This is an optimization exercise on Yosys and OpenROAD, whose aim is a short achievable clock period and few clock cycles per item, not a production implementation.
Function was checked by simulation only, so behaviour that the tests miss may differ from the original.

v6:
==> flow/design.v <==
`timescale 1ns / 1ps
`default_nettype none
package led_fb_pkg;
  localparam int MATRICES_DEFAULT = 4;
  localparam int ROWS             = 8;
  localparam logic [2:0] OP_SET_ROW     = 3'd0;
  localparam logic [2:0] OP_PIXEL_ON    = 3'd1;
  localparam logic [2:0] OP_PIXEL_OFF   = 3'd2;
  localparam logic [2:0] OP_BLINK_ROW   = 3'd3;
  localparam logic [2:0] OP_BLINK_PIXEL = 3'd4;
  localparam logic [2:0] OP_CLEAR       = 3'd5;
  localparam logic [2:0] OP_REFRESH     = 3'd6;
endpackage
`default_nettype wire
`timescale 1ns / 1ps
`default_nettype none
import led_fb_pkg::*;
module led_fb_datapath
#(
  parameter int BEATS = 2 * MATRICES_DEFAULT * ROWS
) (
  input  wire logic               clk,
  input  wire logic               load,
  input  wire logic [BEATS*8-1:0] picture,
  input  wire logic               shift,
  output logic [7:0]              head
);
  logic [7:0] data [BEATS];
  always_ff @(posedge clk) begin
    for (int j = 0; j < BEATS; j++) begin
      if (load) begin
        data[j] <= picture[j*8 +: 8];
      end else if (shift && (j < BEATS - 1)) begin
        data[j] <= data[(j < BEATS - 1) ? j + 1 : j];
      end
    end
  end
  assign head = data[0];
endmodule
`default_nettype wire
`timescale 1ns / 1ps
`default_nettype none
import led_fb_pkg::*;
module led_fb_ctrl
#(
  parameter int MATRICES = MATRICES_DEFAULT
) (
  input  wire logic                  accept,
  input  wire logic [2:0]            operation,
  input  wire logic [1:0]            matrix,
  input  wire logic [3:0]            row,
  input  wire logic [3:0]            column,
  input  wire logic [7:0]            pattern,
  output logic [MATRICES*ROWS-1:0]   row_we,
  output logic [MATRICES-1:0]        mat_clr,
  output logic                       refresh,
  output logic [7:0]                 keep_a,
  output logic [7:0]                 set_a,
  output logic [7:0]                 keep_b,
  output logic [7:0]                 set_b
);
  logic       matrix_ok;
  logic       row_ok;
  logic       col_ok;
  logic       upd;
  logic [7:0] mask;
  assign matrix_ok = ({3'b000, matrix} < 5'(MATRICES));
  assign row_ok    = (row >= 4'd1) && (row <= 4'(ROWS));
  assign col_ok    = (column >= 4'd1) && (column <= 4'(ROWS));
  assign mask      = 8'b1 << 3'(column - 4'd1);
  always_comb begin
    upd    = 1'b0;
    keep_a = 8'hFF;
    set_a  = 8'h00;
    keep_b = 8'hFF;
    set_b  = 8'h00;
    case (operation)
      OP_SET_ROW: begin
        upd = row_ok;
        keep_a = 8'h00; set_a = pattern;
        keep_b = 8'h00; set_b = pattern;
      end
      OP_PIXEL_ON: begin
        upd = row_ok && col_ok;
        set_a = mask;
        set_b = mask;
      end
      OP_PIXEL_OFF: begin
        upd = row_ok && col_ok;
        keep_a = ~mask;
        keep_b = ~mask;
      end
      OP_BLINK_ROW: begin
        upd = row_ok;
        keep_a = 8'h00; set_a = pattern;
        keep_b = 8'h00;
      end
      OP_BLINK_PIXEL: begin
        upd = row_ok && col_ok;
        set_a = mask;
        keep_b = ~mask;
      end
      default: upd = 1'b0;
    endcase
  end
  always_comb begin
    for (int m = 0; m < MATRICES; m++) begin
      for (int r = 0; r < ROWS; r++) begin
        row_we[m*ROWS + r] = accept && upd && matrix_ok &&
                             (matrix == 2'(m)) && (row == 4'(r + 1));
      end
      mat_clr[m] = accept && (operation == OP_CLEAR) && (matrix == 2'(m));
    end
  end
  assign refresh = accept && (operation == OP_REFRESH);
endmodule
`default_nettype wire
`timescale 1ns / 1ps
`default_nettype none
import led_fb_pkg::*;
module led_matrix_blink_framebuffer
#(
  parameter int MATRICES = MATRICES_DEFAULT
) (
  input  wire logic       clk,
  input  wire logic       rst,
  input  wire logic       in_valid,
  output logic            in_stall,
  input  wire logic [2:0] operation,
  input  wire logic [1:0] matrix,
  input  wire logic [3:0] row,
  input  wire logic [3:0] column,
  input  wire logic [7:0] pattern,
  output logic            out_valid,
  input  wire logic       out_stall,
  output logic [1:0]      matrix_select,
  output logic [3:0]      digit_address,
  output logic [7:0]      row_data,
  output logic            phase,
  output logic            last
);
  localparam int MAT_W = (MATRICES > 1) ? $clog2(MATRICES) : 1;
  localparam int NROW  = MATRICES * ROWS;
  localparam int BEATS = 2 * NROW;
  localparam int BW    = 2 + 4 + 8 + 1 + 1;    
  logic                in_stall_q;
  logic                accept;
  logic [NROW-1:0]     d_we;
  logic [MATRICES-1:0] d_clr;
  logic                d_ref;
  logic [7:0]          d_keep_a, d_set_a, d_keep_b, d_set_b;
  assign in_stall = in_stall_q;
  assign accept   = in_valid && !in_stall_q && !rst;
  led_fb_ctrl #(
    .MATRICES (MATRICES)
  ) u_decode (
    .accept    (accept),
    .operation (operation),
    .matrix    (matrix),
    .row       (row),
    .column    (column),
    .pattern   (pattern),
    .row_we    (d_we),
    .mat_clr   (d_clr),
    .refresh   (d_ref),
    .keep_a    (d_keep_a),
    .set_a     (d_set_a),
    .keep_b    (d_keep_b),
    .set_b     (d_set_b)
  );
  logic [7:0]         live_a [NROW];
  logic [7:0]         live_b [NROW];
  logic [BEATS*8-1:0] picture;
  always_ff @(posedge clk) begin
    for (int i = 0; i < NROW; i++) begin
      if (rst || d_clr[i / ROWS]) begin
        live_a[i] <= 8'h00;
        live_b[i] <= 8'h00;
      end else if (d_we[i]) begin
        live_a[i] <= (live_a[i] & d_keep_a) | d_set_a;
        live_b[i] <= (live_b[i] & d_keep_b) | d_set_b;
      end
    end
  end
  always_comb begin
    for (int i = 0; i < NROW; i++) begin
      picture[i*8 +: 8]          = live_a[i];
      picture[(NROW + i)*8 +: 8] = live_b[i];
    end
  end
  logic       want;
  logic       snap;
  logic       pop;
  logic       rel;
  logic       busy_q;
  logic       pend_q;
  logic       busy_next;
  logic [7:0] head;
  assign want      = d_ref || pend_q;
  assign snap      = want && (!busy_q || rel);
  assign busy_next = (busy_q && !rel) || snap;
  led_fb_datapath #(
    .BEATS (BEATS)
  ) u_slot (
    .clk     (clk),
    .load    (snap),
    .picture (picture),
    .shift   (pop),
    .head    (head)
  );
  always_ff @(posedge clk) begin
    if (rst) begin
      busy_q     <= 1'b0;
      pend_q     <= 1'b0;
      in_stall_q <= 1'b0;
    end else begin
      busy_q     <= busy_next;
      pend_q     <= want && !snap;
      in_stall_q <= want && !snap;
    end
  end
  logic [2:0]       row_c;
  logic [MAT_W-1:0] mat_c;
  logic             ph_c;
  logic             cnt_last;
  logic             pre_last;
  logic             sv_q;
  logic [BW-1:0]    beat;
  logic [BW-1:0]    s_beat;
  logic [BW-1:0]    o_beat;
  logic             ov_q;
  logic             out_free;
  assign pre_last = ph_c && (mat_c == MAT_W'(MATRICES - 1)) && (row_c == 3'(ROWS - 2));
  assign pop      = busy_q && !sv_q;
  assign rel      = pop && cnt_last;
  assign beat     = {2'(mat_c), {1'b0, row_c} + 4'd1, head, ph_c, cnt_last};
  always_ff @(posedge clk) begin
    if (rst) begin
      row_c    <= '0;
      mat_c    <= '0;
      ph_c     <= 1'b0;
      cnt_last <= 1'b0;
    end else if (pop) begin
      cnt_last <= pre_last;
      row_c    <= row_c + 3'd1;
      if (row_c == 3'(ROWS - 1)) begin
        if (mat_c == MAT_W'(MATRICES - 1)) begin
          mat_c <= '0;
          ph_c  <= !ph_c;
        end else begin
          mat_c <= mat_c + MAT_W'(1);
        end
      end
    end
  end
  assign out_free = !ov_q || !out_stall;
  always_ff @(posedge clk) begin
    if (rst) begin
      ov_q <= 1'b0;
      sv_q <= 1'b0;
    end else if (out_free) begin
      ov_q <= sv_q || pop;
      sv_q <= 1'b0;
    end else if (pop) begin
      sv_q <= 1'b1;
    end
  end
  always_ff @(posedge clk) begin
    if (out_free) begin
      o_beat <= sv_q ? s_beat : beat;
    end
    if (!out_free && pop) begin
      s_beat <= beat;
    end
  end
  assign out_valid = ov_q;
  assign {matrix_select, digit_address, row_data, phase, last} = o_beat;
endmodule
`default_nettype wire
Settings: LEC_CHECK=0, ABC_CLOCK_PERIOD_IN_PS=1500, CAP_MARGIN=20, CORE_MARGIN=2, CORE_UTILIZATION=60, CTS_CLUSTER_DIAMETER=60, CTS_CLUSTER_SIZE=20, SETUP_SLACK_MARGIN=3.0, SLEW_MARGIN=20; clock period 5.0 ns.
run.sh (not shown) runs the stock make flow with config.mk's settings and CLKGATE_MAP_FILE= SYNTH_SCRIPT=/design/flow/synth_recipe.tcl, a recipe that flattens the netlist after the stock synthesis.
The log for v6 ends in 5_1_grt with error GRT-0232, so the run never completed.
Testbench counts of v6, summed over its fixed seeds: cycles 8,468, items 2,560.
[inputs] v7 vs v6
--- a/flow/design.v
+++ b/flow/design.v
@@ -141,19 +141,21 @@
 );
   localparam int MAT_W = (MATRICES > 1) ? $clog2(MATRICES) : 1;
   localparam int NROW  = MATRICES * ROWS;
   localparam int BEATS = 2 * NROW;
   localparam int BW    = 2 + 4 + 8 + 1 + 1;    
   logic                in_stall_q;
+  logic                ref_q;
+  logic                busy_q;
   logic                accept;
   logic [NROW-1:0]     d_we;
   logic [MATRICES-1:0] d_clr;
   logic                d_ref;
   logic [7:0]          d_keep_a, d_set_a, d_keep_b, d_set_b;
   assign in_stall = in_stall_q;
-  assign accept   = in_valid && !in_stall_q && !rst;
+  assign accept   = in_valid && !(ref_q && busy_q) && !rst;
   led_fb_ctrl #(
     .MATRICES (MATRICES)
   ) u_decode (
     .accept    (accept),
     .operation (operation),
     .matrix    (matrix),
@@ -165,42 +167,52 @@
     .refresh   (d_ref),
     .keep_a    (d_keep_a),
     .set_a     (d_set_a),
     .keep_b    (d_keep_b),
     .set_b     (d_set_b)
   );
+  logic [NROW-1:0]     we_q;
+  logic [MATRICES-1:0] clr_q;
+  logic [7:0]          keep_a_q, set_a_q, keep_b_q, set_b_q;
+  always_ff @(posedge clk) begin
+    we_q     <= d_we;
+    clr_q    <= d_clr | {MATRICES{rst}};
+    ref_q    <= !rst && ref_next;
+    keep_a_q <= d_keep_a;
+    set_a_q  <= d_set_a;
+    keep_b_q <= d_keep_b;
+    set_b_q  <= d_set_b;
+  end
   logic [7:0]         live_a [NROW];
   logic [7:0]         live_b [NROW];
   logic [BEATS*8-1:0] picture;
   always_ff @(posedge clk) begin
     for (int i = 0; i < NROW; i++) begin
-      if (rst || d_clr[i / ROWS]) begin
+      if (clr_q[i / ROWS]) begin
         live_a[i] <= 8'h00;
         live_b[i] <= 8'h00;
-      end else if (d_we[i]) begin
-        live_a[i] <= (live_a[i] & d_keep_a) | d_set_a;
-        live_b[i] <= (live_b[i] & d_keep_b) | d_set_b;
+      end else if (we_q[i]) begin
+        live_a[i] <= (live_a[i] & keep_a_q) | set_a_q;
+        live_b[i] <= (live_b[i] & keep_b_q) | set_b_q;
       end
     end
   end
   always_comb begin
     for (int i = 0; i < NROW; i++) begin
       picture[i*8 +: 8]          = live_a[i];
       picture[(NROW + i)*8 +: 8] = live_b[i];
     end
   end
-  logic       want;
-  logic       snap;
-  logic       pop;
-  logic       rel;
-  logic       busy_q;
-  logic       pend_q;
-  logic       busy_next;
+  logic snap;
+  logic pop;
+  logic rel;
+  logic ref_next;
+  logic busy_next;
   logic [7:0] head;
-  assign want      = d_ref || pend_q;
-  assign snap      = want && (!busy_q || rel);
+  assign snap      = ref_q && (!busy_q || rel);
+  assign ref_next  = d_ref || (ref_q && !snap);
   assign busy_next = (busy_q && !rel) || snap;
   led_fb_datapath #(
     .BEATS (BEATS)
   ) u_slot (
     .clk     (clk),
     .load    (snap),
@@ -208,29 +220,28 @@
     .shift   (pop),
     .head    (head)
   );
   always_ff @(posedge clk) begin
     if (rst) begin
       busy_q     <= 1'b0;
-      pend_q     <= 1'b0;
       in_stall_q <= 1'b0;
     end else begin
       busy_q     <= busy_next;
-      pend_q     <= want && !snap;
-      in_stall_q <= want && !snap;
+      in_stall_q <= ref_next && busy_next;
     end
   end
   logic [2:0]       row_c;
   logic [MAT_W-1:0] mat_c;
   logic             ph_c;
   logic             cnt_last;
   logic             pre_last;
   logic             sv_q;
   logic [BW-1:0]    beat;
   logic [BW-1:0]    s_beat;
   logic [BW-1:0]    o_beat;
+  logic [BW-1:0]    h_beat;
   logic             ov_q;
   logic             out_free;
   assign pre_last = ph_c && (mat_c == MAT_W'(MATRICES - 1)) && (row_c == 3'(ROWS - 2));
   assign pop      = busy_q && !sv_q;
   assign rel      = pop && cnt_last;
   assign beat     = {2'(mat_c), {1'b0, row_c} + 4'd1, head, ph_c, cnt_last};
@@ -263,15 +274,14 @@
       sv_q <= 1'b0;
     end else if (pop) begin
       sv_q <= 1'b1;
     end
   end
   always_ff @(posedge clk) begin
-    if (out_free) begin
-      o_beat <= sv_q ? s_beat : beat;
-    end
+    o_beat <= out_free ? (sv_q ? s_beat : beat) : h_beat;
+    h_beat <= out_free ? (sv_q ? s_beat : beat) : o_beat;
     if (!out_free && pop) begin
       s_beat <= beat;
     end
   end
   assign out_valid = ov_q;
   assign {matrix_select, digit_address, row_data, phase, last} = o_beat;
==> comparison <==
- No stage failed in v7, and the final checks on the layout all came back clean.
- Diff v6 -> v7 | effective utilization at floorplan | increase of 0.38 points
- v6 has a higher instance area after placement than v7.
- Complex-gate fraction of the synthesized area, v7 and v6, lower one = v7.
- Comparing v7 and v6, area of the mapped netlist is lower on v6.
- A main combinational cell family by area after synthesis of compound AO/OA/AOI/OAI gates is what v6 shows, while multiplexers belongs to v7.
- v7 ends up with higher number of storage elements in the synthesis netlist than v6 does.
- Synthesized cell count, v7 vs v6: up by a little under 10%
- When v7 is set beside v6, its count of distinct cell types in the synthesized netlist turns out to be 26 smaller.
- There was hardly any difference in xor and xnor area share after synthesis between v7 and v6.
Testbench counts of v7, summed over its fixed seeds: cycles 8,480, items 2,560.

## what the ideal ports hide
In the flow no input, the clock included, has a driving cell. The finished layout below was timed again as built, in two steps.
Step 1: set_driving_cell puts a clkbuf_16 on clk and a buf_2 on each other input, an assumption about the parent block.
Step 2 times the ports against the registers' clock, not the clock port: input delays grow and output delays shrink by t, the midpoint of the rising clock arrivals with the driver on.
Slacks: no drivers / after step 1 / after step 2; pairs: no drivers / after step 1.
run: v7
t, ns: 0.700
slack for setup (ns): 2.896 / 2.826 / 2.301
worst setup path at the end: input to register
worst slew at a driven data input, ns: 0.13
After both steps setup and hold are still met in v7. For v7, drivers alone change the setup slack by -0.070 ns; drivers and shift together by -0.595 ns.
